This is an optimization exercise on Yosys and OpenROAD, whose aim is small area, not a production implementation.
Function was checked by simulation only, so behaviour that the tests miss may differ from the original.

==> inputs of build 56 <==
Design regfile, start of the top module:
module regfile
#(
    parameter int XLEN   = rv32_pkg::XLEN,
    parameter int AW     = rv32_pkg::REG_AW,
    parameter bit BYPASS = 1'b1
) (
    input  logic            clk,
    input  logic            rst_n,
    input  logic [AW-1:0]   rs1_addr,
    input  logic [AW-1:0]   rs2_addr,
    output logic [XLEN-1:0] rs1_data,
    output logic [XLEN-1:0] rs2_data,
    input  logic            we,
    input  logic [AW-1:0]   rd_addr,
    input  logic [XLEN-1:0] rd_data
);
==> module regfile_read_port, before the edit <==
module regfile_read_port
#(
    parameter int XLEN   = rv32_pkg::XLEN,
    parameter int AW     = rv32_pkg::REG_AW,
    parameter bit BYPASS = 1'b1
) (
    input  logic                       rst_n,
    input  logic [XLEN*(2**AW)-1:0]    regs_flat,
    input  logic                       we,
    input  logic [AW-1:0]              rd_addr,
    input  logic [XLEN-1:0]            rd_data,
    input  logic [AW-1:0]              rs_addr,
    output logic [XLEN-1:0]            rs_data
);
    logic            rs_zero;
    logic            hit;
    logic [XLEN-1:0] sel;
    assign rs_zero = (rs_addr == '0);
    assign hit = BYPASS && rst_n && we &&
                 (rd_addr != '0) &&
                 (rd_addr == rs_addr);
    assign sel = regs_flat[int'(rs_addr)*XLEN +: XLEN];
    always_comb begin
        rs_data = sel;
        if (rs_zero)
            rs_data = '0;
        else if (hit)
            rs_data = rd_data;
    end
endmodule
==> module regfile, before the edit <==
module regfile
#(
    parameter int XLEN   = rv32_pkg::XLEN,
    parameter int AW     = rv32_pkg::REG_AW,
    parameter bit BYPASS = 1'b1
) (
    input  logic            clk,
    input  logic            rst_n,
    input  logic [AW-1:0]   rs1_addr,
    input  logic [AW-1:0]   rs2_addr,
    output logic [XLEN-1:0] rs1_data,
    output logic [XLEN-1:0] rs2_data,
    input  logic            we,
    input  logic [AW-1:0]   rd_addr,
    input  logic [XLEN-1:0] rd_data
);
    localparam int NREG = 2**AW;
    logic [XLEN*NREG-1:0] regs_flat;
    assign regs_flat[XLEN-1:0] = '0;
    for (genvar i = 1; i < NREG; i++) begin : g_reg
        logic [XLEN-1:0] q;
        always_ff @(posedge clk or negedge rst_n) begin
            if (!rst_n)
                q <= '0;
            else if (we && (rd_addr == AW'(i)))
                q <= rd_data;
        end
        assign regs_flat[i*XLEN +: XLEN] = q;
    end
    regfile_read_port #(
        .XLEN   (XLEN),
        .AW     (AW),
        .BYPASS (BYPASS)
    ) u_rs1 (
        .rst_n     (rst_n),
        .regs_flat (regs_flat),
        .we        (we),
        .rd_addr   (rd_addr),
        .rd_data   (rd_data),
        .rs_addr   (rs1_addr),
        .rs_data   (rs1_data)
    );
    regfile_read_port #(
        .XLEN   (XLEN),
        .AW     (AW),
        .BYPASS (BYPASS)
    ) u_rs2 (
        .rst_n     (rst_n),
        .regs_flat (regs_flat),
        .we        (we),
        .rd_addr   (rd_addr),
        .rd_data   (rd_data),
        .rs_addr   (rs2_addr),
        .rs_data   (rs2_data)
    );
endmodule
Settings: LEC_CHECK=0, CAP_MARGIN=20, CORE_MARGIN=2, CORE_UTILIZATION=40, SETUP_SLACK_MARGIN=0.3, SLEW_MARGIN=20; clock period 6.0 ns.
run.sh (not shown) runs the stock make flow with config.mk's settings and CLKGATE_MAP_FILE= SYNTH_SCRIPT=/design/flow/synth_recipe.tcl, a recipe that flattens the netlist after the stock synthesis.
==> trial 98: changes against build 56 <==
==> flow/design.v (replaced) <==
package rv32_pkg;
    localparam int XLEN   = 32;
    localparam int REG_AW = 5;
    localparam logic [REG_AW-1:0] REG_ZERO = 5'd0;
    typedef logic [XLEN-1:0]   word_t;
    typedef logic [REG_AW-1:0] reg_idx_t;
endpackage
module regfile_read_port
#(
    parameter int XLEN   = rv32_pkg::XLEN,
    parameter int AW     = rv32_pkg::REG_AW,
    parameter bit BYPASS = 1'b1
) (
    input  logic                       rst_n,
    input  logic [XLEN*(2**AW)-1:0]    store,
    input  logic [2**AW-1:0]           valid,
    input  logic                       p,
    input  logic [XLEN-1:0]            wn,
    input  logic                       we,
    input  logic [AW-1:0]              rd_addr,
    input  logic [AW-1:0]              rs_addr,
    output logic [XLEN-1:0]            rs_data
);
    localparam int NREG = 2**AW;
    localparam int NGRP = (NREG + 2) / 3;    
    logic            hit;
    logic [NREG-1:0] sel;
    logic            pq;
    assign hit = BYPASS && rst_n && we &&
                 (rd_addr != '0) &&
                 (rd_addr == rs_addr);
    always_comb begin
        sel[0] = hit;
        for (int i = 1; i < NREG; i++)
            sel[i] = (rs_addr == AW'(i)) && valid[i] && !hit;
    end
    assign pq = p && (|sel);
    for (genvar j = 0; j < XLEN; j++) begin : g_bit
        logic [NREG-1:0] t;
        logic [NGRP-1:0] y;
        always_comb begin
            t[0] = wn[j];
            for (int i = 1; i < NREG; i++)
                t[i] = store[i*XLEN + j];
        end
        for (genvar g = 0; g < NGRP; g++) begin : g_grp
            if (3*g + 2 < NREG) begin : g3
                rf_aoi222 u_a (
                    .a0 (sel[3*g]),   .b0 (t[3*g]),
                    .a1 (sel[3*g+1]), .b1 (t[3*g+1]),
                    .a2 (sel[3*g+2]), .b2 (t[3*g+2]),
                    .y  (y[g])
                );
            end else begin : g2
                rf_aoi22 u_a (
                    .a0 (sel[3*g]),   .b0 (t[3*g]),
                    .a1 (sel[3*g+1]), .b1 (t[3*g+1]),
                    .y  (y[g])
                );
            end
        end
        assign rs_data[j] = ~(&y) ^ pq;
    end
endmodule
module rf_aoi222 (
    input  logic a0, b0, a1, b1, a2, b2,
    output logic y
);
    assign y = ~((a0 & b0) | (a1 & b1) | (a2 & b2));
endmodule
module rf_aoi22 (
    input  logic a0, b0, a1, b1,
    output logic y
);
    assign y = ~((a0 & b0) | (a1 & b1));
endmodule
module regfile
#(
    parameter int XLEN   = rv32_pkg::XLEN,
    parameter int AW     = rv32_pkg::REG_AW,
    parameter bit BYPASS = 1'b1
) (
    input  logic            clk,
    input  logic            rst_n,
    input  logic [AW-1:0]   rs1_addr,
    input  logic [AW-1:0]   rs2_addr,
    output logic [XLEN-1:0] rs1_data,
    output logic [XLEN-1:0] rs2_data,
    input  logic            we,
    input  logic [AW-1:0]   rd_addr,
    input  logic [XLEN-1:0] rd_data
);
    localparam int NREG = 2**AW;
    logic                 p;
    logic [XLEN-1:0]      wn;
    logic [XLEN*NREG-1:0] store;
    logic [NREG-1:0]      valid;
    always_ff @(posedge clk or negedge rst_n) begin
        if (!rst_n)
            p <= 1'b0;
        else
            p <= ~p;
    end
    assign wn = rd_data ^ {XLEN{p}};
    assign store[XLEN-1:0] = '0;
    assign valid[0] = 1'b0;
    for (genvar i = 1; i < NREG; i++) begin : g_reg
        logic [XLEN-1:0] s;
        logic [XLEN-1:0] d;
        logic            v;
        logic            wen;
        logic            wen_n;
        assign wen   = we && (rd_addr == AW'(i));
        assign wen_n = ~wen;
        always_ff @(posedge clk or negedge rst_n) begin
            if (!rst_n)
                v <= 1'b0;
            else if (wen)
                v <= 1'b1;
        end
        for (genvar j = 0; j < XLEN; j++) begin : g_bit
            rf_wcell u_w (
                .wen   (wen),
                .wen_n (wen_n),
                .wn    (wn[j]),
                .s     (s[j]),
                .d     (d[j])
            );
        end
        always_ff @(posedge clk)
            s <= d;
        assign store[i*XLEN +: XLEN] = s;
        assign valid[i] = v;
    end
    regfile_read_port #(
        .XLEN   (XLEN),
        .AW     (AW),
        .BYPASS (BYPASS)
    ) u_rs1 (
        .rst_n   (rst_n),
        .store   (store),
        .valid   (valid),
        .p       (p),
        .wn      (wn),
        .we      (we),
        .rd_addr (rd_addr),
        .rs_addr (rs1_addr),
        .rs_data (rs1_data)
    );
    regfile_read_port #(
        .XLEN   (XLEN),
        .AW     (AW),
        .BYPASS (BYPASS)
    ) u_rs2 (
        .rst_n   (rst_n),
        .store   (store),
        .valid   (valid),
        .p       (p),
        .wn      (wn),
        .we      (we),
        .rd_addr (rd_addr),
        .rs_addr (rs2_addr),
        .rs_data (rs2_data)
    );
endmodule
module rf_wcell (
    input  logic wen,
    input  logic wen_n,
    input  logic wn,
    input  logic s,
    output logic d
);
    assign d = ~((wen_n | wn) & (wen | s));
endmodule
--- a/flow/config.mk
+++ b/flow/config.mk
@@ -11,2 +11,3 @@
 export SETUP_SLACK_MARGIN = 0.3
 export SLEW_MARGIN = 20
+export SYNTH_HIERARCHICAL = 1
==> flow_metrics.env <==
export IMPL_grt_start_max_net_pins=33
export IMPL_clk_share_pct=7.17
export IMPL_grt_use_met2_pct=53.2
export IMPL_slew_headroom_pct=14.5
export IMPL_cts_sinks=1024
export IMPL_status="complete, no violations"
export IMPL_seq_cell_count=1024
export IMPL_num_rows=114
export IMPL_grt_usage_pct=38.5
export IMPL_r2r_end="g_reg[10].s[1]$_DFF_P_"
export IMPL_fmax_mhz=173
export IMPL_antenna_found_initial=5
export IMPL_ys_warn_count=8
export IMPL_cts_made_buffers=107
export IMPL_cp_depth=16
export IMPL_dpl_cell_count=5260
export IMPL_cts_repair_resize_count=335
The numbers above come from trial 98.

==> flow_metrics.env <==
export IMPL_cts_made_buffers=109
export IMPL_ys_warn_count=2
export IMPL_dpl_cell_count=5510
export IMPL_antenna_left=0
export IMPL_cp_depth=8
export IMPL_cts_sinks=992
export IMPL_clk_share_pct=6.00
export IMPL_cts_repair_resize_count=4
export IMPL_maxPowerGroup="registers"
export IMPL_num_rows=134
export IMPL_status="complete, no violations"
export IMPL_grt_use_met2_pct=41.1
export IMPL_antenna_found_initial=7
export IMPL_grt_start_max_net_pins=164
export IMPL_slew_headroom_pct=18.3
The numbers above come from build 56.

[static timing again, ports no longer ideal]
Ports are ideal in the flow. The routed layouts listed here were re-timed in OpenROAD.
Step 1 sets driving cells, clkbuf_16 on the clock port and buf_2 on the other inputs (assumed; they add their load-dependent delay and slew).
Step 2 adds t to the input delays and takes it off the output delays; t is the mean of the earliest and latest rising clock arrival at the registers after step 1. Input paths then give back, and output paths get back, about the clock's delay inside the block.
Three values: no drivers, after step 1, after step 2; two values: the first two.
| run | shift t [ns] | setup WS [ns] | hold slack, ns | worst register clock-pin slew, ns | cell pins on the clock port's net |
|---|---|---|---|---|---|
| build 56 | 0.792 | 0.338 / 0.314 / 0.314 | 0.511 / 0.511 / 0.511 | 0.07 / 0.07 | 1 |
| trial 98 | 0.756 | 0.215 / 0.164 / 0.164 | 0.472 / 0.472 / 0.472 | 0.07 / 0.07 | 1 |
After both steps setup and hold are still met in every run listed. For trial 98, which loses most, drivers alone change the setup slack by -0.051 ns; drivers and shift together by -0.051 ns.
